From an optimization exercise on the open Yosys and OpenROAD flow, aimed at small area, a short achievable clock period and few clock cycles per item; shortcuts taken in it are not production practice.
Only simulation tests tie the RTL to the original design; equivalence was not proved.

== P ==
==> flow/design.v (excerpt) <==
module wavelength_to_rgb_core (
  input  logic        clk_i,
  input  logic        rst_ni,
  input  logic        in_valid_i,
  output logic        in_ready_o,
  input  logic [13:0] wavelength_i,
  output logic        out_valid_o,
  input  logic        out_ready_i,
  output logic [7:0]  red_o,
  output logic [7:0]  green_o,
  output logic [7:0]  blue_o
);
  logic       en;
  logic [3:0] v_q;
  assign en = ~v_q[3] | out_ready_i;
  always_ff @(posedge clk_i or negedge rst_ni) begin
    if (!rst_ni) begin
      v_q <= '0;
    end else if (en) begin
      v_q <= {v_q[2:0], in_valid_i};
    end
  end
  assign in_ready_o  = en;
  assign out_valid_o = v_q[3];
  logic [13:0] w;
  logic [2:0]  route_d;
  always_comb begin
    if      (wavelength_i < w2rgb_pkg::W380) w = w2rgb_pkg::W380;
    else if (wavelength_i > w2rgb_pkg::W780) w = w2rgb_pkg::W780;
    else                                     w = wavelength_i;
    if      (wavelength_i < w2rgb_pkg::W420)  route_d = w2rgb_pkg::R_LO;
    else if (wavelength_i < w2rgb_pkg::W440)  route_d = w2rgb_pkg::R_VIO;
    else if (wavelength_i < w2rgb_pkg::W490)  route_d = w2rgb_pkg::R_BLU;
    else if (wavelength_i < w2rgb_pkg::W510)  route_d = w2rgb_pkg::R_CYA;
    else if (wavelength_i < w2rgb_pkg::W580)  route_d = w2rgb_pkg::R_GRN;
  ...
Size in the first run: about 1,800 cells after synthesis, about 64 flip-flops, roughly 44 I/O pins, about 11,000 sq um of cells after synthesis.
export LEC_CHECK = 0
export ABC_AREA = 1
export CAP_MARGIN = 20
export CORE_MARGIN = 2
export CORE_UTILIZATION = 45
export SETUP_SLACK_MARGIN = 2.9
export SLEW_MARGIN = 20
export SYNTH_MEMORY_MAX_BITS = 32768
create_clock -name core_clock -period 7.0 [get_ports {clk_i}]
run.sh (not shown) runs the stock make flow with config.mk's settings and CLKGATE_MAP_FILE= SYNTH_SCRIPT=/design/flow/synth_recipe.tcl, a recipe that flattens the netlist after the stock synthesis.
P finished all stages; the layout is clean.
Testbench counts of P, summed over its fixed seeds: cycles 24,032, items 24,000.
Edits applied to the flow inputs when going from P to Q:
# P
export LEC_CHECK = 0
export ABC_AREA = 1
export CAP_MARGIN = 20
export CORE_MARGIN = 2
export CORE_UTILIZATION = 45
export SETUP_SLACK_MARGIN = 2.9
export SLEW_MARGIN = 20
export SYNTH_MEMORY_MAX_BITS = 32768
create_clock -name core_clock -period 7.0 [get_ports {clk_i}]
# Q
export LEC_CHECK = 0
export ABC_AREA = 1
export CAP_MARGIN = 20
export CORE_MARGIN = 2
export CORE_UTILIZATION = 45
export SETUP_SLACK_MARGIN = 2.6
export SLEW_MARGIN = 20
export SYNTH_MEMORY_MAX_BITS = 32768
create_clock -name core_clock -period 7.0 [get_ports {clk_i}]
### Flow results
- Q vs P, end point of the critical path: in_ready_o vs idx_q[4]
- Q against P: area growth from synthesis to layout decreased by 3.9 points relative to the old numbers, sum of met3 wire segment lengths after detailed routing fell about 16%, data arrival time of the critical path -1.13 ns.
- Q reports its startpoint-to-endpoint class of the critical path as in -> out while P reports reg -> reg.
For R, these inputs were changed with respect to Q:
# Q
export LEC_CHECK = 0
export ABC_AREA = 1
export CAP_MARGIN = 20
export CORE_MARGIN = 2
export CORE_UTILIZATION = 45
export SETUP_SLACK_MARGIN = 2.6
export SLEW_MARGIN = 20
export SYNTH_MEMORY_MAX_BITS = 32768
create_clock -name core_clock -period 7.0 [get_ports {clk_i}]
# R
export LEC_CHECK = 0
export ABC_AREA = 1
export CAP_MARGIN = 20
export CORE_MARGIN = 2
export CORE_UTILIZATION = 45
export SETUP_SLACK_MARGIN = 3.2
export SLEW_MARGIN = 20
export SYNTH_MEMORY_MAX_BITS = 32768
create_clock -name core_clock -period 7.0 [get_ports {clk_i}]
Results
Instance count on the critical path (higher): R. R vs. Q: detailed-route wire length higher, number of buffers inserted by post-CTS setup repair higher. [R] HPWL after detailed placement fell about 2.6% relative to Q. Q -> R: detail-routed net length per standard cell decreased slightly. Density: R denser than Q. Comparing Q and R, the higher critical path data required time is on R. Against Q, R comes in 9.8% higher on post-route cell area. Of the two candidates, Q has the worse setup slack and R the better one. In the metrics for Q and R, the one carrying the higher largest driver fanout on the critical path is Q. Q reports its library cell contributing the largest single delay on the critical path as sky130_fd_sc_hd__clkdlybuf4s50_1 while R reports sky130_fd_sc_hd__fa_1.
Modified inputs, S compared to R
# R
export LEC_CHECK = 0
export ABC_AREA = 1
export CAP_MARGIN = 20
export CORE_MARGIN = 2
export CORE_UTILIZATION = 45
export SETUP_SLACK_MARGIN = 3.2
export SLEW_MARGIN = 20
export SYNTH_MEMORY_MAX_BITS = 32768
create_clock -name core_clock -period 7.0 [get_ports {clk_i}]
# S
export LEC_CHECK = 0
export ABC_AREA = 1
export CAP_MARGIN = 20
export CORE_MARGIN = 2
export CORE_UTILIZATION = 55
export SETUP_SLACK_MARGIN = 3.2
export SLEW_MARGIN = 20
export SYNTH_MEMORY_MAX_BITS = 32768
create_clock -name core_clock -period 7.0 [get_ports {clk_i}]
### Flow results
Looking at global routing usage on met1 across S and R, the one that comes out higher is S. S vs R on number of vias per cell: S is the higher one. Cmp S and R / cell row count / higher: R. For R, the slowest library cell on the worst path was sky130_fd_sc_hd__fa_1, unlike S, where it was sky130_fd_sc_hd__nor3_1. R reports its launching instance or port of the critical path as route2_q[0] while S reports op_q[4].
Here is what was changed in the inputs of T compared with S.
# S
export LEC_CHECK = 0
export ABC_AREA = 1
export CAP_MARGIN = 20
export CORE_MARGIN = 2
export CORE_UTILIZATION = 55
export SETUP_SLACK_MARGIN = 3.2
export SLEW_MARGIN = 20
export SYNTH_MEMORY_MAX_BITS = 32768
create_clock -name core_clock -period 7.0 [get_ports {clk_i}]
# T
export LEC_CHECK = 0
export ABC_AREA = 1
export CAP_MARGIN = 20
export CORE_MARGIN = 2
export CORE_UTILIZATION = 45
export SETUP_SLACK_MARGIN = 3.2
export SLEW_MARGIN = 20
export SYNTH_MEMORY_MAX_BITS = 32768
export TNS_END_PERCENT = 10
create_clock -name core_clock -period 7.0 [get_ports {clk_i}]
### Flow results
- Both conditions hold for T: the flow ran to the end and the final layout passed the timing, design-rule and antenna checks.
- Against S as the reference, T delivers a higher length of routed wiring on met1.
- Against S as the reference, T delivers a lower global-route usage.
- Diff T..S | hold violation count in the final report | unchanged
- Pre-CTS worst setup slack came out lower on T than on S.
- Taking S as the reference, in T gate count after technology mapping stayed essentially flat, die area rose by about 22%.
- Per the comparison of T with S, HPWL after detailed placement shows a reduction of 1400 microns; final critical-path share of the clock period decreased by 6.6 points relative to the old numbers; count of buffer and inverter cells on the critical path moved up.

[separate check: timing with driven ports]
The flow's constraints put no driver on any port. The routed layouts listed below were extracted and timed again, unchanged, in two steps.
Step 1 assumes that a clkbuf_16 drives the clock port and a buf_2 every other input.
Step 2 times the ports against the registers' clock, not the clock port: input delays grow and output delays shrink by t, the midpoint of the rising clock arrivals with the driver on.
Slacks: ideal / step 1 / step 2; pairs: ideal / step 1.
run	t (ns)	setup WS [ns]	worst hold slack (ns)	clock arrival spread, ns	slew at the worst register clock pin (ns)
P	0.365	3.043 / 3.039 / 3.039	0.418 / 0.418 / 0.418	0.011 / 0.011	0.06 / 0.06
Q	0.359	2.702 / 2.678 / 2.678	0.426 / 0.426 / 0.426	0.007 / 0.008	0.05 / 0.05
R	0.365	3.176 / 3.176 / 3.176	0.419 / 0.419 / 0.419	0.009 / 0.008	0.06 / 0.06
S	0.385	2.662 / 2.662 / 2.662	0.424 / 0.424 / 0.424	0.016 / 0.016	0.07 / 0.07
T	0.366	3.125 / 3.125 / 3.125	0.418 / 0.418 / 0.418	0.010 / 0.010	0.06 / 0.06
After both steps setup and hold are still met in every run listed. The setup slack of Q, which loses most, moves by -0.024 ns with the drivers and by -0.024 ns with both steps.
